Context: an optimization exercise on an open-source flow, tuned for small area. The choices shown serve that exercise and are no tape-out recipe.
The RTL was checked by simulation tests, not by an equivalence proof against the original design.
Power figures rest on the tool's default switching activity, not on a simulated workload.

==> 01-17: inputs <==
Design eegFirFilter, start of the top module:
module eegFirFilter (
    input logic clk,
    input logic reset,
    input logic [12:0] sampleIn,
    output logic [30:0] filterOut
);
    logic v1, v2, v3, v4;
    logic [4:0] outCount;
    logic [11:0] d1, d2;
    logic [11:0] winIn;
    logic [11:0] w0;
    logic [11:0] w1;
    logic [11:0] w2;
    logic [11:0] w3;
    logic [11:0] w4;
    logic [11:0] w5;
    logic [11:0] w6;
    logic [11:0] w7;
    logic [11:0] w8;
    logic [11:0] w9;
    logic [11:0] w10;
    logic [11:0] w11;
    logic [11:0] w12;
    logic [11:0] w13;
    logic [11:0] w14;
    logic [11:0] w15;
    logic [11:0] w16;
    logic r2_0;
    logic r2_1;
    logic r2_2;
    logic r2_3;
    logic r2_4;
    logic r2_5;
    logic r2_6;
    logic r2_7;
    logic r2_8;
    logic r2_9;
    logic r2_10;
    logic r2_11;
    logic r2_12;
    logic r2_13;
    logic r2_14;
    logic r2_15;
    logic r2_16;
    logic r2_17;
    logic r2_18;
    logic r2_19;
    logic r2_20;
    logic r2_21;
    logic r3_22;
    logic r2_23;
    logic r3_24;
    logic r2_25;
    logic r3_26;
    logic r2_27;
    logic r3_28;
    logic r2_29;
    logic r3_30;
    logic r2_31;
    logic r3_32;
    logic r2_33;
    logic r2_34;
    logic r2_35;
    logic r3_36;
    logic r2_37;
    logic r2_38;
    logic r2_39;
    logic r2_40;
    logic r3_41;
    logic r2_42;
    logic r2_43;
    logic r2_44;
    logic r3_45;
    logic r2_46;
    logic r2_47;
    logic r2_48;
    logic r3_49;
    logic r2_50;
    logic r2_51;
    logic r3_52;
    logic r2_53;
    logic r2_54;
    logic r2_55;
    logic r2_56;
    logic r2_57;
    logic r3_58;
    logic r2_59;
    logic r2_60;
    logic r3_61;
    logic r2_62;
    logic r2_63;
    logic r2_64;
    logic r3_65;
    logic r3_66;
    logic r3_67;
    logic r3_68;
    logic r3_69;
    logic r3_70;
  ...
==> flow/config.mk <==
export PLATFORM = sky130hd
export DESIGN_NAME = eegFirFilter
export DESIGN_NICKNAME = eegFirFilter
export VERILOG_FILES = /design/flow/design.v
export SDC_FILE = /design/flow/constraint.sdc
export NUM_CORES = 4
export LEC_CHECK = 0
export ABC_AREA = 0
export CAP_MARGIN = 20
export CORE_MARGIN = 2
export CORE_UTILIZATION = 75
export CTS_BUF_LIST = sky130_fd_sc_hd__clkbuf_8
export CTS_CLUSTER_DIAMETER = 70
export CTS_CLUSTER_SIZE = 16
export PLACE_DENSITY = 0.85
export SLEW_MARGIN = 20
export SYNTH_HIERARCHICAL = 1
export SYNTH_MINIMUM_KEEP_SIZE = 0
==> flow/constraint.sdc <==
create_clock -name core_clock -period 6.0 [get_ports {clk}]
set_input_delay 1.2000 -clock core_clock [delete_from_list [all_inputs] [get_ports {clk}]]
set_output_delay 1.2000 -clock core_clock [all_outputs]
set_load 0.01 [all_outputs]
standard.sh (not shown) runs the stock make flow with config.mk's settings and CLKGATE_MAP_FILE= SYNTH_SCRIPT=/design/flow/synth_recipe.tcl, a recipe that flattens the netlist after the stock synthesis.
==> flow/flow/run.sh <==
#!/bin/bash
# Layout flow: the standard ORFS flow, with the port buffers made from the
# smallest buffer cell (every input and output port still gets its own buffer).
set -euo pipefail
bash standard.sh "BUFFER_PORTS_ARGS=-buffer_cell sky130_fd_sc_hd__buf_1" finish > standard_flow.log 2>&1
==> 07-26: changes against 01-17 <==
Settings changed: PLACE_DENSITY 0.85 to 0.75.
==> 07-15: changes against 01-17 <==
Settings changed: CTS_CLUSTER_DIAMETER 70 to 60, CTS_CLUSTER_SIZE 16 to 14, SETUP_SLACK_MARGIN set to 0.15.
==> qor summary <==
item	01-17	07-26	07-15
Total clock buffers created by CTS	24	24	27
Startpoint of the tightest hold check path	r2_27	r2_21	r2_27
Endpoint of the lowest-slack register-to-register path	r2_35	r2_51	r2_51
Switching portion of total power	30.2%	30.4%	30.0%
Synth-to-Final Area Change	4.96%	4.93%	5.69%
Sw power	1.33 mW	1.34 mW	1.33 mW
Max_slew headroom	40.9%	33.8%	41.5%
Clock-net power	1.03 mW	1.04 mW	1.06 mW
Pint	3.06 mW	3.08 mW	3.10 mW
Least-Margin Pin Slew	0.874 ns	0.992 ns	0.865 ns
M1 GR Usage	45.5%	45.0%	44.9%
Wirelength per Cell	22.3 um	22.0 um	22.8 um
Share of cells above drive strength 1	3.62%	3.45%	6.01%
Maximum number of pins on one net before global-route repair	84	70	84
Final design instance area without fill	17600 um^2	17600 um^2	17700 um^2
Detailed-route wire length	32700 um	32200 um	33700 um
Delay contributed by the slowest stage of the critical path	0.62 ns	0.69 ns	0.58 ns
Total buffers and inverters traversed by the critical path	3	2	2
Leakage	7.82 nW	7.83 nW	7.83 nW
GRT met2 Usage	44.0%	42.3%	44.8%
Worst Hold Path EP	r3_28	r3_22	r3_28
Number of filler cells placed in the layout	1200	1216	1159
Arrival time worst endpoint	6.29 ns	6.34 ns	6.25 ns
Result of the run	finished clean	finished clean	finished clean

==> run a: inputs <==
Starting RTL as in the previous note.
export LEC_CHECK = 0
export ABC_AREA = 0
export CAP_MARGIN = 20
export CORE_MARGIN = 2
export CORE_UTILIZATION = 75
export CTS_BUF_LIST = sky130_fd_sc_hd__clkbuf_8
export CTS_CLUSTER_DIAMETER = 60
export CTS_CLUSTER_SIZE = 14
export PLACE_DENSITY = 0.85
export SLEW_MARGIN = 20
export SYNTH_HIERARCHICAL = 1
export SYNTH_MINIMUM_KEEP_SIZE = 0
create_clock -name core_clock -period 6.0 [get_ports {clk}]
Scripts as last shown in full above: flow/flow/run.sh
==> run b (differences from run a) <==
- CAP_MARGIN: 20 -> 10
- CTS_CLUSTER_DIAMETER: 60 -> 70
- CTS_CLUSTER_SIZE: 14 -> 16
- SLEW_MARGIN: 20 -> 10
==> run notes <==
Of run b and run a, run b has the higher sequential share of layout area (gap 0.087 points).
Against run b, the final cell count of run a is larger by about 0.4%.
Combinational power is about the same in run a and run b.
Register-to-register slack is about the same in run b and run a.
In maximum frequency, run b and run a hardly differ.
In run a the design area is larger than in run b, by about 0.24%.
Clock power: run b is lower than run a (about 4%).
Die area is the same in run b and run a.
==> figures <==
|  | run a | run b |
|---|---|---|
| Net switching power | 0.00133 W | 0.00133 W |
| Combinational power share | 0.243 | 0.245 |
| Switching share of power | 0.299 | 0.302 |
| Leakage | 7.85 nW | 7.82 nW |
| Total wirelength of the detailed-routed design | 33000 um | 32700 um |
| Multi-input gate share of the layout cell area | 0.550 | 0.551 |
| Non-Filler Cell Area, Final | 17600 um2 | 17600 um2 |
| Final-layout clock buffer total | 27 | 24 |
| Clock Network Area Fraction | 0.0232 | 0.0213 |
| Smallest setup slack after layout | 0.151 ns | 0.142 ns |
| Power Density | 252 nW/um2 | 250 nW/um2 |
| Fraction of power consumed by sequential logic | 0.516 | 0.521 |
| Number of DRC violations after detailed-routing iteration 0 | 694 | 769 |
| Status | timing/DRC/antenna clean | timing/DRC/antenna clean |
| All-Layer GR Usage | 0.299 | 0.295 |
| Number of filler instances in the final layout | 1184 | 1200 |
| Fraction of layout cells with a size suffix above 1 | 0.0402 | 0.0362 |

==> build 67 <==
eegFirFilter again, from the RTL that the note above started with.
## eegFirFilter
module eegFirFilter (
    input logic clk,
    input logic reset,
    input logic [12:0] sampleIn,
    output logic [30:0] filterOut
);
Settings: LEC_CHECK=0, ABC_AREA=0, CAP_MARGIN=20, CORE_MARGIN=2, CORE_UTILIZATION=85, CTS_BUF_LIST=sky130_fd_sc_hd__clkbuf_8, CTS_CLUSTER_DIAMETER=70, CTS_CLUSTER_SIZE=16, PLACE_DENSITY=0.92, SLEW_MARGIN=20, SYNTH_HIERARCHICAL=1, SYNTH_MINIMUM_KEEP_SIZE=0; clock period 6.0 ns.
Scripts as last shown in full above: flow/flow/run.sh
==> inputs of trial 65, as changes to build 67 <==
Settings changed: CORE_UTILIZATION 85 to 75, GPL_TIMING_DRIVEN from default to 0, PLACE_DENSITY 0.92 to 0.85.
==> comparison table <==
item                                                              trial 65       build 67
Global-route track usage on met3                                     7.88%          14.0%
Headroom to the max-slew limit                                       53.5%          30.5%
Detail Route met3 WL                                               2.83 mm        5.02 mm
Relative area of non-clock buffer cells in the final design          3.49%          1.22%
Total via count after detailed routing                                9133           9935
Final-layout fill cell count                                          1155            690
First-pass GRT wire length                                         54.6 mm        64.8 mm
Outcome                                           timing/DRC/antenna clean  timing/DRC/antenna clean
Internal power consumption                                         3.19 mW        3.12 mW
Switch share                                                         29.9%          31.4%
Highest clock frequency the design can meet                        170 MHz        168 MHz
Total wirelength of the detailed-routed design                     34.2 mm        43.0 mm
DIE AREA                                                         23500 µm²      20800 µm²
Endpoint of the worst hold path                              r3_26$_DFF_P_  d2[9]$_DFF_P_

-- static timing again, ports no longer ideal --
In the flow no input, the clock included, has a driving cell. The finished layouts below were timed again as built, in two steps.
Step 1 sets driving cells, clkbuf_16 on the clock port and buf_2 on the other inputs (assumed; they add their load-dependent delay and slew).
Step 2, shift: input delay + t, output delay - t, t = (earliest + latest rising clock arrival at the registers) / 2. This alone moves slack from input paths to output paths.
Three values: ideal ports, drivers, drivers and shift; two values: the first two.
| run | t, ns | setup WS [ns] | worst hold slack (ns) |
|---|---|---|---|
| 01-17 | 0.617 | 0.142 / 0.142 / 0.142 | 0.329 / 0.329 / 0.329 |
| 07-26 | 0.627 | 0.131 / 0.131 / 0.131 | 0.332 / 0.332 / 0.332 |
| 07-15 | 0.611 | 0.213 / 0.213 / 0.213 | 0.313 / 0.313 / 0.313 |
| run a | 0.614 | 0.151 / 0.151 / 0.151 | 0.311 / 0.311 / 0.311 |
| run b | 0.617 | 0.142 / 0.142 / 0.142 | 0.329 / 0.329 / 0.329 |
| build 67 | 0.645 | 0.037 / 0.037 / 0.037 | 0.335 / 0.335 / 0.335 |
| trial 65 | 0.623 | 0.101 / 0.101 / 0.101 | 0.334 / 0.334 / 0.334 |
After both steps setup and hold are still met in every run listed.
